Source: an optimization exercise on an open RTL-to-GDS flow (aim: small area, a short achievable clock period and few clock cycles per item). Production flows keep margins and buffers that such runs may drop. No run shown here included a check of the RTL's function; only the layout flow was run. Power is estimated from default activity; no workload was simulated.

==> flow/design.v <==
`default_nettype none
package risc14Pkg;
	typedef struct packed {
		logic [7-1:0] laneHi;  
		logic [7-1:0] laneLo;  
	} risc14Lanes;
	typedef union packed {
		logic [14-1:0] scalar;
		risc14Lanes lanes;
	} risc14Word;
endpackage
`default_nettype wire
`default_nettype none
module mulTree
(
	input wire logic [13:0] a,
	input wire logic [13:0] b,
	output logic [13:0] sumRow,
	output logic [13:0] carryRow
);
	wire one0 = b[0] ^ 1'b0;
	wire two0 = (b[1] & ~b[0] & ~1'b0) | (~b[1] & b[0] & 1'b0);
	wire neg0 = b[1];
	wire pp0_0 = ((one0 & a[0]) | (two0 & 1'b0)) ^ neg0;
	wire pp0_1 = ((one0 & a[1]) | (two0 & a[0])) ^ neg0;
	wire pp0_2 = ((one0 & a[2]) | (two0 & a[1])) ^ neg0;
	wire pp0_3 = ((one0 & a[3]) | (two0 & a[2])) ^ neg0;
	wire pp0_4 = ((one0 & a[4]) | (two0 & a[3])) ^ neg0;
	wire pp0_5 = ((one0 & a[5]) | (two0 & a[4])) ^ neg0;
	wire pp0_6 = ((one0 & a[6]) | (two0 & a[5])) ^ neg0;
	wire pp0_7 = ((one0 & a[7]) | (two0 & a[6])) ^ neg0;
	wire pp0_8 = ((one0 & a[8]) | (two0 & a[7])) ^ neg0;
	wire pp0_9 = ((one0 & a[9]) | (two0 & a[8])) ^ neg0;
	wire pp0_10 = ((one0 & a[10]) | (two0 & a[9])) ^ neg0;
	wire pp0_11 = ((one0 & a[11]) | (two0 & a[10])) ^ neg0;
	wire pp0_12 = ((one0 & a[12]) | (two0 & a[11])) ^ neg0;
	wire pp0_13 = ((one0 & a[13]) | (two0 & a[12])) ^ neg0;
	wire one1 = b[2] ^ b[1];
	wire two1 = (b[3] & ~b[2] & ~b[1]) | (~b[3] & b[2] & b[1]);
	wire neg1 = b[3];
	wire pp1_0 = ((one1 & a[0]) | (two1 & 1'b0)) ^ neg1;
	wire pp1_1 = ((one1 & a[1]) | (two1 & a[0])) ^ neg1;
	wire pp1_2 = ((one1 & a[2]) | (two1 & a[1])) ^ neg1;
	wire pp1_3 = ((one1 & a[3]) | (two1 & a[2])) ^ neg1;
	wire pp1_4 = ((one1 & a[4]) | (two1 & a[3])) ^ neg1;
	wire pp1_5 = ((one1 & a[5]) | (two1 & a[4])) ^ neg1;
	wire pp1_6 = ((one1 & a[6]) | (two1 & a[5])) ^ neg1;
	wire pp1_7 = ((one1 & a[7]) | (two1 & a[6])) ^ neg1;
	wire pp1_8 = ((one1 & a[8]) | (two1 & a[7])) ^ neg1;
	wire pp1_9 = ((one1 & a[9]) | (two1 & a[8])) ^ neg1;
	wire pp1_10 = ((one1 & a[10]) | (two1 & a[9])) ^ neg1;
	wire pp1_11 = ((one1 & a[11]) | (two1 & a[10])) ^ neg1;
	wire one2 = b[4] ^ b[3];
	wire two2 = (b[5] & ~b[4] & ~b[3]) | (~b[5] & b[4] & b[3]);
	wire neg2 = b[5];
	wire pp2_0 = ((one2 & a[0]) | (two2 & 1'b0)) ^ neg2;
	wire pp2_1 = ((one2 & a[1]) | (two2 & a[0])) ^ neg2;
	wire pp2_2 = ((one2 & a[2]) | (two2 & a[1])) ^ neg2;
	wire pp2_3 = ((one2 & a[3]) | (two2 & a[2])) ^ neg2;
	wire pp2_4 = ((one2 & a[4]) | (two2 & a[3])) ^ neg2;
	wire pp2_5 = ((one2 & a[5]) | (two2 & a[4])) ^ neg2;
	wire pp2_6 = ((one2 & a[6]) | (two2 & a[5])) ^ neg2;
	wire pp2_7 = ((one2 & a[7]) | (two2 & a[6])) ^ neg2;
	wire pp2_8 = ((one2 & a[8]) | (two2 & a[7])) ^ neg2;
	wire pp2_9 = ((one2 & a[9]) | (two2 & a[8])) ^ neg2;
	wire one3 = b[6] ^ b[5];
	wire two3 = (b[7] & ~b[6] & ~b[5]) | (~b[7] & b[6] & b[5]);
	wire neg3 = b[7];
	wire pp3_0 = ((one3 & a[0]) | (two3 & 1'b0)) ^ neg3;
	wire pp3_1 = ((one3 & a[1]) | (two3 & a[0])) ^ neg3;
	wire pp3_2 = ((one3 & a[2]) | (two3 & a[1])) ^ neg3;
	wire pp3_3 = ((one3 & a[3]) | (two3 & a[2])) ^ neg3;
	wire pp3_4 = ((one3 & a[4]) | (two3 & a[3])) ^ neg3;
	wire pp3_5 = ((one3 & a[5]) | (two3 & a[4])) ^ neg3;
	wire pp3_6 = ((one3 & a[6]) | (two3 & a[5])) ^ neg3;
	wire pp3_7 = ((one3 & a[7]) | (two3 & a[6])) ^ neg3;
	wire one4 = b[8] ^ b[7];
	wire two4 = (b[9] & ~b[8] & ~b[7]) | (~b[9] & b[8] & b[7]);
	wire neg4 = b[9];
	wire pp4_0 = ((one4 & a[0]) | (two4 & 1'b0)) ^ neg4;
	wire pp4_1 = ((one4 & a[1]) | (two4 & a[0])) ^ neg4;
	wire pp4_2 = ((one4 & a[2]) | (two4 & a[1])) ^ neg4;
	wire pp4_3 = ((one4 & a[3]) | (two4 & a[2])) ^ neg4;
	wire pp4_4 = ((one4 & a[4]) | (two4 & a[3])) ^ neg4;
	wire pp4_5 = ((one4 & a[5]) | (two4 & a[4])) ^ neg4;
	wire one5 = b[10] ^ b[9];
	wire two5 = (b[11] & ~b[10] & ~b[9]) | (~b[11] & b[10] & b[9]);
	wire neg5 = b[11];
	wire pp5_0 = ((one5 & a[0]) | (two5 & 1'b0)) ^ neg5;
	wire pp5_1 = ((one5 & a[1]) | (two5 & a[0])) ^ neg5;
	wire pp5_2 = ((one5 & a[2]) | (two5 & a[1])) ^ neg5;
	wire pp5_3 = ((one5 & a[3]) | (two5 & a[2])) ^ neg5;
	wire one6 = b[12] ^ b[11];
	wire two6 = (b[13] & ~b[12] & ~b[11]) | (~b[13] & b[12] & b[11]);
	wire neg6 = b[13];
	wire pp6_0 = ((one6 & a[0]) | (two6 & 1'b0)) ^ neg6;
	wire pp6_1 = ((one6 & a[1]) | (two6 & a[0])) ^ neg6;
	wire s1 = pp0_10 ^ pp1_8;
	wire c2 = pp0_10 & pp1_8;
	wire s3 = pp0_11 ^ pp1_9;
	wire c4 = pp0_11 & pp1_9;
	wire s5 = pp0_12 ^ pp1_10 ^ pp2_8;
	wire c6 = (pp0_12 & pp1_10) | (pp2_8 & (pp0_12 ^ pp1_10));
	wire s7 = pp3_6 ^ pp4_4;
	wire c8 = pp3_6 & pp4_4;
	wire s9 = pp0_13 ^ pp1_11 ^ pp2_9;
	wire c10 = (pp0_13 & pp1_11) | (pp2_9 & (pp0_13 ^ pp1_11));
	wire s11 = pp3_7 ^ pp4_5;
	wire c12 = pp3_7 & pp4_5;
	wire s13 = pp0_6 ^ pp1_4;
	wire c14 = pp0_6 & pp1_4;
	wire s15 = pp0_7 ^ pp1_5;
	wire c16 = pp0_7 & pp1_5;
	wire s17 = pp0_8 ^ pp1_6 ^ pp2_4;
	wire c18 = (pp0_8 & pp1_6) | (pp2_4 & (pp0_8 ^ pp1_6));
	wire s19 = pp3_2 ^ pp4_0;
	wire c20 = pp3_2 & pp4_0;
	wire s21 = pp0_9 ^ pp1_7 ^ pp2_5;
	wire c22 = (pp0_9 & pp1_7) | (pp2_5 & (pp0_9 ^ pp1_7));
	wire s23 = pp3_3 ^ pp4_1;
	wire c24 = pp3_3 & pp4_1;
	wire s25 = pp2_6 ^ pp3_4 ^ pp4_2;
	wire c26 = (pp2_6 & pp3_4) | (pp4_2 & (pp2_6 ^ pp3_4));
	wire s27 = pp5_0 ^ neg5 ^ s1;
	wire c28 = (pp5_0 & neg5) | (s1 & (pp5_0 ^ neg5));
	wire s29 = pp2_7 ^ pp3_5 ^ pp4_3;
	wire c30 = (pp2_7 & pp3_5) | (pp4_3 & (pp2_7 ^ pp3_5));
	wire s31 = pp5_1 ^ s3 ^ c2;
	wire c32 = (pp5_1 & s3) | (c2 & (pp5_1 ^ s3));
	wire s33 = pp5_2 ^ pp6_0 ^ neg6;
	wire c34 = (pp5_2 & pp6_0) | (neg6 & (pp5_2 ^ pp6_0));
	wire s35 = s5 ^ s7 ^ c4;
	wire c36 = (s5 & s7) | (c4 & (s5 ^ s7));
	wire s37 = pp5_3 ^ pp6_1 ^ s9;
	wire c38 = (pp5_3 & pp6_1) | (s9 & (pp5_3 ^ pp6_1));
	wire s39 = s11 ^ c6 ^ c8;
	wire c40 = (s11 & c6) | (c8 & (s11 ^ c6));
	wire s41 = pp0_4 ^ pp1_2;
	wire c42 = pp0_4 & pp1_2;
	wire s43 = pp0_5 ^ pp1_3;
	wire c44 = pp0_5 & pp1_3;
	wire s45 = pp2_2 ^ pp3_0 ^ neg3;
	wire c46 = (pp2_2 & pp3_0) | (neg3 & (pp2_2 ^ pp3_0));
	wire s47 = pp2_3 ^ pp3_1 ^ s15;
	wire c48 = (pp2_3 & pp3_1) | (s15 & (pp2_3 ^ pp3_1));
	wire s49 = neg4 ^ s17 ^ s19;
	wire c50 = (neg4 & s17) | (s19 & (neg4 ^ s17));
	wire s51 = s21 ^ s23 ^ c18;
	wire c52 = (s21 & s23) | (c18 & (s21 ^ s23));
	wire s53 = s25 ^ s27 ^ c22;
	wire c54 = (s25 & s27) | (c22 & (s25 ^ s27));
	wire s55 = s29 ^ s31 ^ c26;
	wire c56 = (s29 & s31) | (c26 & (s29 ^ s31));
	wire s57 = s33 ^ s35 ^ c30;
	wire c58 = (s33 & s35) | (c30 & (s33 ^ s35));
	wire s59 = s37 ^ s39 ^ c34;
	wire c60 = (s37 & s39) | (c34 & (s37 ^ s39));
	wire s61 = pp0_2 ^ pp1_0;
	wire c62 = pp0_2 & pp1_0;
	wire s63 = pp0_3 ^ pp1_1;
	wire c64 = pp0_3 & pp1_1;
	wire s65 = pp2_0 ^ neg2 ^ s41;
	wire c66 = (pp2_0 & neg2) | (s41 & (pp2_0 ^ neg2));
	wire s67 = pp2_1 ^ s43 ^ c42;
	wire c68 = (pp2_1 & s43) | (c42 & (pp2_1 ^ s43));
	wire s69 = s13 ^ s45 ^ c44;
	wire c70 = (s13 & s45) | (c44 & (s13 ^ s45));
	wire s71 = c14 ^ s47 ^ c46;
	wire c72 = (c14 & s47) | (c46 & (c14 ^ s47));
	wire s73 = c16 ^ s49 ^ c48;
	wire c74 = (c16 & s49) | (c48 & (c16 ^ s49));
	wire s75 = c20 ^ s51 ^ c50;
	wire c76 = (c20 & s51) | (c50 & (c20 ^ s51));
	wire s77 = c24 ^ s53 ^ c52;
	wire c78 = (c24 & s53) | (c52 & (c24 ^ s53));
	wire s79 = c28 ^ s55 ^ c54;
	wire c80 = (c28 & s55) | (c54 & (c28 ^ s55));
	wire s81 = c32 ^ s57 ^ c56;
	wire c82 = (c32 & s57) | (c56 & (c32 ^ s57));
	wire s83 = c36 ^ s59 ^ c58;
	wire c84 = (c36 & s59) | (c58 & (c36 ^ s59));
	assign sumRow = {s83, s81, s79, s77, s75, s73, s71, s69, s67, s65, s63, neg1, pp0_1, pp0_0};
	assign carryRow = {c82, c80, c78, c76, c74, c72, c70, c68, c66, c64, c62, s61, 1'b0, neg0};
endmodule
`default_nettype wire
`timescale 1ns/100ps
`default_nettype none
module risc14Exec
(
	input wire logic Clock_not,
	input wire logic rstN,
	input wire logic psel,
	input wire logic penable,
	input wire logic pwrite,
	input wire logic [8-1:0] paddr,
	input wire logic [32-1:0] pwdata,
	output logic [32-1:0] prdata,
	output logic pready,
	output logic pslverr
);
	localparam logic [3:0] K_CPY = 4'd0;   
	localparam logic [3:0] K_ADD = 4'd1;   
	localparam logic [3:0] K_VEC = 4'd2;   
	localparam logic [3:0] K_MULF = 4'd3;  
	localparam logic [3:0] K_NOT = 4'd4;
	localparam logic [3:0] K_AND = 4'd5;
	localparam logic [3:0] K_OR = 4'd6;
	localparam logic [3:0] K_XOR = 4'd7;
	localparam logic [3:0] K_SRL = 4'd8;
	localparam logic [3:0] K_SRA = 4'd9;
	localparam logic [3:0] K_ROTL = 4'd10;
	localparam logic [3:0] K_ROTR = 4'd11;
	logic [14-1:0] regFile [0:16-1];
	logic [12-1:0] statusReg;
	logic [14-1:0] opA;  
	logic [14-1:0] opB;  
	logic [4-1:0] destIdx;
	logic [3:0] kOp;
	logic isSub;
	logic commit;   
	logic mulBusy;  
	logic errQ;
	logic [5-1:0] wordIdx;
	logic [6-1:0] opc;
	logic setup;
	logic isReg, isInstr, isStatus;
	logic opcLegal, useImm, instrExec, hostWrite, isMul;
	logic [3:0] kNew;
	logic [4-1:0] idxA, idxB;
	logic [14-1:0] portA, portB;
	assign wordIdx = paddr[6:2];
	assign opc = pwdata[13:8];
	assign setup = psel & ~penable;
	assign isReg = ~wordIdx[4];
	assign isInstr = (wordIdx == 5'd16);
	assign isStatus = (wordIdx == 5'd17);
	always_comb begin
		opcLegal = 1'b1;
		useImm = 1'b0;
		kNew = K_CPY;
		case (opc)
			6'h02: kNew = K_CPY;
			6'h05, 6'h06: kNew = K_ADD;
			6'h07, 6'h08: begin kNew = K_ADD; useImm = 1'b1; end
			6'h09: kNew = K_MULF;
			6'h0B: kNew = K_NOT;
			6'h0C: kNew = K_AND;
			6'h0D: kNew = K_OR;
			6'h0E: kNew = K_XOR;
			6'h0F: begin kNew = K_SRL; useImm = 1'b1; end
			6'h10: begin kNew = K_SRA; useImm = 1'b1; end
			6'h11: begin kNew = K_ROTL; useImm = 1'b1; end
			6'h12: begin kNew = K_ROTR; useImm = 1'b1; end
			6'h17, 6'h18: kNew = K_VEC;
			default: opcLegal = 1'b0;
		endcase
	end
	assign instrExec = isInstr & pwrite & opcLegal;
	assign hostWrite = isReg & pwrite;
	assign isMul = (opc == 6'h09);
	assign idxA = pwrite ? pwdata[7:4] : wordIdx[4-1:0];
	assign idxB = pwdata[3:0];
	assign portA = regFile[idxA];
	assign portB = regFile[idxB];
	logic [14-1:0] mulSum, mulCarry;
	mulTree mulUnit (.a(opA), .b(opB), .sumRow(mulSum), .carryRow(mulCarry));
	always_ff @(posedge Clock_not) begin
		mulBusy <= setup & instrExec & isMul;
		commit <= (setup & (hostWrite | (instrExec & ~isMul))) | mulBusy;
		errQ <= ~(isReg | instrExec | (isStatus & ~pwrite));
		destIdx <= hostWrite ? wordIdx[4-1:0] : pwdata[7:4];
		isSub <= (opc == 6'h06) | (opc == 6'h08) | (opc == 6'h18);
		if (mulBusy) begin
			opA <= mulSum;
			opB <= mulCarry;
			kOp <= K_MULF;
		end else begin
			opA <= (pwrite | isReg) ? portA
				: (isStatus ? {{(14-12){1'b0}}, statusReg} : '0);
			if (hostWrite) begin
				opB <= pwdata[14-1:0];
			end else if (useImm) begin
				opB <= {{(14-4){1'b0}}, idxB};
			end else begin
				opB <= portB;
			end
			kOp <= hostWrite ? K_CPY : kNew;
		end
	end
	logic isVec;
	logic [14-1:0] bx;
	logic gapX, gapY;
	logic [16:0] sum;
	logic [14-1:0] addRes;
	assign isVec = (kOp == K_VEC);
	assign bx = opB ^ {14{isSub}};
	assign gapX = ~isVec | isSub;
	assign gapY = isVec & isSub;
	assign sum = {1'b0, opA[13:7], gapX, opA[6:0], 1'b1} + {1'b0, bx[13:7], gapY, bx[6:0], isSub};
	assign addRes = {sum[15:9], sum[7:1]};
	logic [1:0] shamt;
	logic [2:0] fill;
	logic [16:0] shrOut;
	logic [27:0] rotl;
	assign shamt = opB[1:0];
	assign fill = (kOp == K_ROTR) ? opA[2:0] : ((kOp == K_SRA) ? {3{opA[13]}} : 3'b000);
	assign shrOut = {fill, opA} >> shamt;
	assign rotl = {opA, opA} << shamt;
	logic [14-1:0] result;
	always_comb begin
		case (kOp)
			K_ADD, K_VEC, K_MULF: result = addRes;
			K_NOT: result = ~opA;
			K_AND: result = opA & opB;
			K_OR: result = opA | opB;
			K_XOR: result = opA ^ opB;
			K_SRL, K_SRA, K_ROTR: result = shrOut[13:0];
			K_ROTL: result = rotl[27:14];
			default: result = opB;
		endcase
	end
	logic zLo, zHi;
	logic flagC, flagV, loC, loV;
	logic wrCV, wrNZ, wrLane;
	assign zLo = (result[6:0] == '0);
	assign zHi = (result[13:7] == '0);
	assign flagC = sum[16] ^ isSub;
	assign flagV = (opA[13] == bx[13]) & (addRes[13] != opA[13]);
	assign loC = sum[8] ^ isSub;
	assign loV = (opA[6] == bx[6]) & (addRes[6] != opA[6]);
	assign wrCV = commit & (kOp == K_ADD);
	assign wrNZ = commit & ((kOp == K_ADD) | (kOp == K_MULF) | (kOp == K_NOT)
		| (kOp == K_AND) | (kOp == K_OR) | (kOp == K_XOR));
	assign wrLane = commit & isVec;
	logic [14-1:0] wrData;
	assign wrData = rstN ? result : '0;
	always_ff @(posedge Clock_not) begin
		for (int i = 0; i < 16; i++) begin
			if (!rstN || (commit && destIdx == i)) begin
				regFile[i] <= wrData;
			end
		end
	end
	always_ff @(posedge Clock_not) begin
		if (!rstN || wrCV) begin
			statusReg[11] <= rstN & flagC;
			statusReg[9] <= rstN & flagV;
		end
		if (!rstN || wrNZ) begin
			statusReg[10] <= rstN & result[13];
			statusReg[8] <= rstN & zLo & zHi;
		end
		if (!rstN || wrLane) begin
			statusReg[7:0] <= {8{rstN}} & {flagC, result[13], flagV, zHi,
				loC, result[6], loV, zLo};
		end
	end
	assign prdata = {{(32-14){1'b0}}, opA};
	assign pready = ~mulBusy;
	assign pslverr = errQ;
endmodule
`default_nettype wire
==> flow/run.sh <==
#!/bin/bash
# synth_recipe.tcl (not shown) runs the flow's synth.tcl, then flattens the netlist and writes it again
# the make line also repeats each setting of config.mk as NAME=value (left out here)
make -C /OpenROAD-flow-scripts/flow DESIGN_CONFIG=/design/flow/config.mk WORK_HOME=/design/flow/orfs CLKGATE_MAP_FILE= SYNTH_SCRIPT=/design/flow/synth_recipe.tcl finish
==> flow/config.mk <==
export PLATFORM = sky130hd
export DESIGN_NAME = risc14Exec
export DESIGN_NICKNAME = risc14Exec
export VERILOG_FILES = /design/flow/design.v
export SDC_FILE = /design/flow/constraint.sdc
export NUM_CORES = 4
export LEC_CHECK = 0
export ABC_AREA = 1
export CAP_MARGIN = 20
export CORE_MARGIN = 2
export CORE_UTILIZATION = 50
export SETUP_SLACK_MARGIN = 4.5
export SLEW_MARGIN = 20
==> flow/constraint.sdc <==
create_clock -name core_clock -period 7.5 [get_ports {Clock_not}]
set_input_delay 1.5000 -clock core_clock [delete_from_list [all_inputs] [get_ports {Clock_not}]]
set_output_delay 1.5000 -clock core_clock [all_outputs]
set_load 0.01 [all_outputs]
==> impl_metrics.py, run 1 <==
metrics = {
    "routing": {
        "first_iter_violations": 2361,
        "avgRoutedWirePerCell_um": 25.50,
        "ant_nets": 0,
        "final_wirelength_um": 70940,
        "drc": 0,
        "viasPerCell": 6.206,
        "drt_pre_antenna_iters": 8,
        "overall_via_count_from_detail_route": 17270,
    },
    "timing": {
        "tightest_slew_ps": 1133,
        "fin_setup_tns_ps": 0,
        "final-max-slew-violation-count": 0,
        "max_slew_margin_pct": 24.50,
        "finalWorstPathRequiredPeriod_ps": 3403,
        "timing.clock.skew_ps": 21.82,
        "finalCritPeriodShare_pct": 45.38,
        "setup_repair_after_global_routing_missed_its_margin": "yes",
        "maxClockFrequency_ghz": 0.2938,
        "timing.final.hold_violations": 0,
        "report.final.setup_viol": 0,
    },
    "grt": {
        "grt_pass1_wl_um": 101200,
        "antenna_found_initial": 0,
        "first_global_vias": 16320,
        "global_route.usage.total_pct": 37.96,
        "grt_overflow": 0,
        "grt_max_degree": 33,
    },
    "floorplan": {
        "floorplan.rows": 68,
        "floorplan.die.width_um": 191.5,
        "die_y_um": 191.5,
        "starting_density_pct": 50.87,
        "floorplan.core_area_um2": 34540,
        "io_pins": 79,
        "die_ar_um2": 36660,
    },
    "run": {
        "drv.max_cap_violation_count": 0,
    },
    "pwr": {
        "power.ir.vdd_worst_mv": 0.3826,
        "p_sw_share_pct": 37.97,
        "internal-power_mw": 3.744,
        "clock_power_share_pct": 25.5,
        "power.share.sequential_pct": 34.2,
        "static-leakage-power_nw": 9.510,
        "total_power_mw": 6.036,
        "p_switching_mw": 2.292,
        "comb_power_share_pct": 40.3,
        "p_per_area_nw_per_um2": 274.0,
    },
    "placed_design": {
        "gp_routability_congestion": 0.9908,
        "dp_hpwl_um": 45040,
        "io_buffer_count": 39,
        "place.detailed.instances": 2572,
    },
    "critical_path": {
        "worst-endpoint-required_ps": 7950,
        "cp.buffers_inverters": 6,
        "critical-path-slowest-cell": "sky130_fd_sc_hd__fa_1",
        "crit_chain": "buf_12, clkinvlp_4, nand2_4, nand2_4, nand2_4, buf_4, o22ai_2, xor2_1, fa_1, inv_1, fa_1, inv_1, fa_1, nand2_1, nand2_1, inv_1, nand2_1",
        "timing.critical_path.slowest_cell_delay_ps": 530,
        "worst_setup_path_end_kind": "flip-flop",
        "critical_path_arrival_ps": 3850,
        "timing_worst_setup_path_type": "reg -> reg",
        "critical_path.startpoint_type": "flip-flop",
        "worst-r2r-setup-slack_ps": 4100,
        "largest_driver_fanout_on_the_critical_path": 4,
        "critical-path-top-delay-family": "adder cells",
    },
    "synthesis": {
        "ys_top_cells_by_area": "sky130_fd_sc_hd__edfxtp_1 41%, sky130_fd_sc_hd__nand2_1 8.5%, sky130_fd_sc_hd__inv_1 6.9%, sky130_fd_sc_hd__o22ai_1 5.8%, sky130_fd_sc_hd__nand3_1 5.0%",
        "yosys.cell_count.top_type": "sky130_fd_sc_hd__nand2_1",
        "synth_largest_area_cell": "sky130_fd_sc_hd__edfxtp_1",
        "synth_enable_flop_cells": 237,
        "post_synth_instance_area_um2": 17570,
        "synth_common_cells": "396 x sky130_fd_sc_hd__nand2_1, 325 x sky130_fd_sc_hd__inv_1, 237 x sky130_fd_sc_hd__edfxtp_1, 177 x sky130_fd_sc_hd__nand3_1, 172 x sky130_fd_sc_hd__nor2_1",
        "cell_count_after_synthesis": 2123,
        "synth_cell_type_count": 53,
        "ys_warn_count": 2,
        "synthFlopType": "sky130_fd_sc_hd__edfxtp_1",
        "syn-mean-instance-area_um2": 8.276,
        "synth-seq-cells": 276,
        "synth_sequential_area_ratio_pct": 44.95,
        "synth-async-reset-ratio_pct": 0,
        "synth_top_area_share_pct": 40.50,
    },
    "final_layout": {
        "final_cells": 2782,
        "fillerInstances": 2912,
        "areaGrowthSynthToFinish_pct": 25.39,
        "final_nets": 2432,
        "drive_above_1_share_pct": 20.20,
        "n_antenna_cell": 0,
    },
    "min_path": {
        "holdCritPathClass": "reg -> reg",
    },
    "run_status": {
        "status": "timing/DRC/antenna clean",
    },
    "clock_tree": {
        "cts_max_level": 1,
        "clkSlewWorstSetupHoldPaths_ps": 60,
        "cts.path.max_buffers": 3,
        "post_cts_hold_buffer_count": 0,
        "clock_tree_from_tritoncts": "yes",
        "clockRootBuffer": "sky130_fd_sc_hd__clkbuf_16",
        "cts-buffers-inserted": 30,
        "clock_latency_ps": 570,
        "clkSinkCount": 276,
    },
}
-- layout make-up --
class,instances,area (um^2),share of cell area (%)
multi-input combinational,1421,8855,40.19
tap,455,569.3,2.584
clock inverter,17,222.7,1.011
inverter,352,1400,6.355
sequential,276,7968,36.17
clock buffer,36,794.5,3.606
timing repair buffer,223,2208,10.02
timing repair inverter,2,13.76,0.06247
-- kinds of logic after synthesis --
logic type / Yosys count / synth area share [%]
fa+ha+maj: 81 / 6.665
other cells: 1 / 0.02134
flops: 276 / 44.95
buf+inv: 444 / 10.42
simple gates: 842 / 20.77
mux: 1 / 0.05697
compound gates: 428 / 14.63
xor+xnor: 50 / 2.492
-- repair_timing --
action                     in CTS  in global routing
resized for setup             262                 92
pin swaps                      65                 36
setup endpoints to repair     226                265
cloned                          5                  1
buffers inserted              125                 26
-- power by group through the flow --
stage               registers, mW  clock network (mW)  logic, mW
floorplan                    2.01                   0       1.35
global placement             2.09                   0       1.96
detailed placement           2.09                   0       1.99
CTS                          2.05                1.54       2.27
global route                 2.07                1.60       2.64
finish                       2.06                1.54       2.44
-- routing by layer --
metal | vias to the layer above | global-route usage (%) | routed length [um]
li1 | 7603 | - | -
met1 | 8045 | 45.71 | 24790
met2 | 1221 | 60.86 | 32220
met3 | 395 | 8.225 | 8002
met4 | 2 | 26.04 | 5896
met5 | - | 0 | 32
-- cells in the final DEF (no fill, tap or decap), drive strengths merged, types with 57 or more instances in the layout --
master / synthesis / layout
nand3: 178 / 178
nor2: 187 / 188
ha: 60 / 60
nand2: 405 / 405
edfxtp: 237 / 237
o21ai: 141 / 141
a21oi: 57 / 57
inv: 345 / 341
o22ai: 162 / 162
buf: 58 / 183
-- worst paths after layout --
kind                              startpoint     end  cells past startpoint
worst max-delay path                  opB[1]  opA[8]                     17
worst min-delay path            statusReg[5]  opA[5]                      2
worst max register to register        opB[1]  opA[8]                     17
worst min register to register  statusReg[5]  opA[5]                      2
-- tightest hold or removal path: stages, from the launching register on --
cell                       delay [ps]
sky130_fd_sc_hd__edfxtp_1         330
sky130_fd_sc_hd__nand3_1           80
sky130_fd_sc_hd__nand3_1           70
-- metrics by stage --
step                      hold WS (ps)  area, um^2  setup slack, ps  util [%]
after floorplan                  465.7       17730             4227         -
after global placement           479.4       18430             2642     53.35
after detailed placement         486.0       18430             2516     53.35
after CTS                        492.9       21450             4085     62.09
after global routing             528.3       22030             3996     63.78
final                            502.4       22030             4097     63.78
-- registers in the layout, summed over array words and instances (netlist names), named ones only --
register   cells
statusReg     12
regFile      224
errQ           1
isSub          1
mulBusy        1
kOp            4
opA           14
commit         1
destIdx        4
opB           13
==> inputs of run 2 (changes only) <==
--- a/flow/config.mk
+++ b/flow/config.mk
@@ -10,4 +10,4 @@
 export CORE_MARGIN = 2
 export CORE_UTILIZATION = 50
-export SETUP_SLACK_MARGIN = 4.5
+export SETUP_SLACK_MARGIN = 3.5
 export SLEW_MARGIN = 20
==> run 2 against run 1 <==
  * Still clean on timing, DRC and antenna
  * Sequential cell count unchanged
  * Power decreased by 7.2%
  * Synthesized cell count unchanged
==> impl_metrics.py, run 2 <==
metrics = {
    "run_status": {
        "status": "timing/DRC/antenna clean",
    },
    "floorplan": {
        "floorplan.core_area_um2": 34540,
        "starting_density_pct": 50.87,
        "die_y_um": 191.5,
        "floorplan.die.width_um": 191.5,
        "floorplan.rows": 68,
        "die_ar_um2": 36660,
        "io_pins": 79,
    },
    "grt": {
        "global_route.usage.total_pct": 36.29,
        "grt_max_degree": 50,
        "grt_pass1_wl_um": 95990,
        "first_global_vias": 14940,
        "antenna_found_initial": 1,
        "grt_overflow": 0,
    },
    "routing": {
        "drt_pre_antenna_iters": 8,
        "final_wirelength_um": 66560,
        "first_iter_violations": 1779,
        "avgRoutedWirePerCell_um": 25.09,
        "overall_via_count_from_detail_route": 16100,
        "viasPerCell": 6.070,
        "ant_nets": 0,
        "drc": 0,
    },
    "timing": {
        "max_slew_margin_pct": 22.93,
        "report.final.setup_viol": 0,
        "timing.final.hold_violations": 0,
        "fin_setup_tns_ps": 0,
        "timing.clock.skew_ps": 26.61,
        "final-max-slew-violation-count": 0,
        "finalWorstPathRequiredPeriod_ps": 3945,
        "finalCritPeriodShare_pct": 52.60,
        "maxClockFrequency_ghz": 0.2535,
        "tightest_slew_ps": 1152,
        "hold-worst-slack_ps": 501.2,
        "setup_repair_after_global_routing_missed_its_margin": "no",
    },
    "clock_tree": {
        "clockRootBuffer": "sky130_fd_sc_hd__clkbuf_16",
        "clkSlewWorstSetupHoldPaths_ps": 60,
        "clock_tree_from_tritoncts": "yes",
        "clock_latency_ps": 590,
        "clkSinkCount": 276,
        "cts-buffers-inserted": 30,
        "cts.path.max_buffers": 3,
        "post_cts_hold_buffer_count": 0,
        "cts_max_level": 1,
    },
    "final_layout": {
        "n_antenna_cell": 0,
        "final_cell_area_um2": 19740,
        "max_ffs_per_register": 224,
        "registers_with_the_most_flip_flops": "regFile: 224 flops, opA: 14 flops, opB: 13 flops",
        "fillerInstances": 3203,
        "final_core_util_pct": 57.14,
        "largest_register": "regFile",
        "final_nets": 2300,
        "final_common_cell": "sky130_fd_sc_hd__nand2_1",
        "drive_above_1_share_pct": 9.372,
        "areaGrowthSynthToFinish_pct": 12.33,
        "final_cells": 2653,
        "most_frequent_cells_in_the_layout": "380 x sky130_fd_sc_hd__nand2_1, 322 x sky130_fd_sc_hd__inv_1, 237 x sky130_fd_sc_hd__edfxtp_1, 177 x sky130_fd_sc_hd__nand3_1, 162 x sky130_fd_sc_hd__o22ai_1",
    },
    "critical_path": {
        "critical_path.startpoint_type": "input pin",
        "critical_path_arrival_ps": 4470,
        "worst-r2r-setup-slack_ps": 3730,
        "largest_driver_fanout_on_the_critical_path": 13,
        "worst_setup_path_end_kind": "flip-flop",
        "worst-endpoint-required_ps": 8030,
        "timing_worst_setup_path_type": "in -> reg",
    },
    "synthesis": {
        "synth_cell_type_count": 53,
        "cell_count_after_synthesis": 2123,
        "ys_warn_count": 2,
        "synth_sequential_area_ratio_pct": 44.95,
        "ys_top_cells_by_area": "sky130_fd_sc_hd__edfxtp_1 41%, sky130_fd_sc_hd__nand2_1 8.5%, sky130_fd_sc_hd__inv_1 6.9%, sky130_fd_sc_hd__o22ai_1 5.8%, sky130_fd_sc_hd__nand3_1 5.0%",
        "synth-seq-cells": 276,
        "synthFlopType": "sky130_fd_sc_hd__edfxtp_1",
        "post_synth_instance_area_um2": 17570,
        "synth_largest_area_cell": "sky130_fd_sc_hd__edfxtp_1",
        "synth_enable_flop_cells": 237,
        "syn-mean-instance-area_um2": 8.276,
        "synth_common_cells": "396 x sky130_fd_sc_hd__nand2_1, 325 x sky130_fd_sc_hd__inv_1, 237 x sky130_fd_sc_hd__edfxtp_1, 177 x sky130_fd_sc_hd__nand3_1, 172 x sky130_fd_sc_hd__nor2_1",
        "yosys.cell_count.top_type": "sky130_fd_sc_hd__nand2_1",
        "synth_top_area_share_pct": 40.50,
        "synth-async-reset-ratio_pct": 0,
    },
    "placed_design": {
        "gp_routability_congestion": 0.9850,
        "dp_hpwl_um": 45320,
        "placed_area_um2": 18390,
        "io_buffer_count": 39,
        "place.detailed.instances": 2571,
    },
    "pwr": {
        "p_per_area_nw_per_um2": 283.9,
        "power.ir.vdd_worst_mv": 0.2609,
        "static-leakage-power_nw": 8.507,
    },
    "min_path": {
        "holdCritPathClass": "reg -> reg",
    },
    "run": {
        "drv.max_cap_violation_count": 0,
    },
}
-- run 2: critical path: stages --
cell	delay, ps
sky130_fd_sc_hd__clkdlybuf4s50_1	750
sky130_fd_sc_hd__inv_2	150
sky130_fd_sc_hd__nand2_1	100
sky130_fd_sc_hd__o21ai_2	80
sky130_fd_sc_hd__nor2_4	450
sky130_fd_sc_hd__nand2_2	500
sky130_fd_sc_hd__o21ai_0	340
sky130_fd_sc_hd__nor2_1	90
sky130_fd_sc_hd__nand4_1	220
sky130_fd_sc_hd__o211ai_1	160
sky130_fd_sc_hd__nand3_1	100
-- run 2: cell families after synthesis --
group | share of synthesized area [%]
AOI/OAI and AO/OA | 14.63
xor gates and xnor gates | 2.492
adders and majority gates | 6.665
buffers and inverters | 10.42
DFF | 44.95
muxes | 0.05697
other | 0.02134
and+or+nand+nor | 20.77
-- run 2: metal layers --
layer / global-route usage [%] / share of wire [%]
met5: 0 / 0
met3: 7.160 / 9.8
met2: 58.84 / 46
met1: 44.73 / 37
met4: 22.01 / 7.0
-- run 2: final timing paths --
kind | startpoint | to | cells after the start
setup / recovery | pwrite | opA[9] | 11
hold / removal | statusReg[5] | opA[5] | 2
setup reg to reg | opB[7] | opA[12] | 13
hold reg to reg | statusReg[5] | opA[5] | 2
-- run 2: repair_timing --
action / CTS / global route
endpoints found under the hold margin: 0 / 0
resized for setup: 21 / 24
pin swaps: 0 / 3
cloned: 2 / 0
buffers inserted: 7 / 15
setup endpoints to repair: 37 / 20
-- run 2: area by class of cell --
| class | instances | area (um^2) | share of cell area [%] |
|---|---|---|---|
| multi-input combinational | 1420 | 8090 | 40.99 |
| sequential | 276 | 7904 | 40.04 |
| inverter | 352 | 1340 | 6.789 |
| timing repair buffer | 92 | 833.3 | 4.222 |
| clock buffer | 34 | 787.0 | 3.987 |
| tap | 455 | 569.3 | 2.884 |
| clock inverter | 22 | 201.4 | 1.021 |
| timing repair inverter | 2 | 12.51 | 0.06339 |
-- run 2: metrics by stage --
step	worst slack, ps	power (mW)
after detailed placement	2509	4.031
after floorplan	3999	3.348
after global placement	2603	4.021
after global routing	3504	5.896
final	3555	5.603
after CTS	3496	5.554
-- run 2: report_power, final --
group	leakage, nW	switching, mW	internal (mW)
Sequential	2.75	0.155	1.90
Combinational	5.28	1.33	0.708
Clock	0.471	0.648	0.858
Total	8.51	2.13	3.47

-- re-timing with driven ports --
How much do the figures lean on ideal ports? The routed layouts below were timed once more, with nothing changed but the port constraints.
Step 1 sets driving cells, clkbuf_16 on the clock port and buf_2 on the other inputs (assumed; they add their load-dependent delay and slew).
Step 2, shift: input delay + t, output delay - t, t = (earliest + latest rising clock arrival at the registers) / 2. This alone moves slack from input paths to output paths.
Three values: no drivers, after step 1, after step 2; two values: the first two.
run | shift t [ns] | slack for setup (ns) | worst setup path at the end | latest minus earliest clock arrival (ns) | pins driven straight from the clock port
run 1 | 0.612 | 4.097 / 4.097 / 3.839 | input to register | 0.022 / 0.022 | 1
run 2 | 0.636 | 3.555 / 3.579 / 2.943 | input to register | 0.028 / 0.028 | 1
After both steps setup and hold are still met in every run listed. For run 2, which loses most, drivers alone change the setup slack by +0.024 ns; drivers and shift together by -0.612 ns.
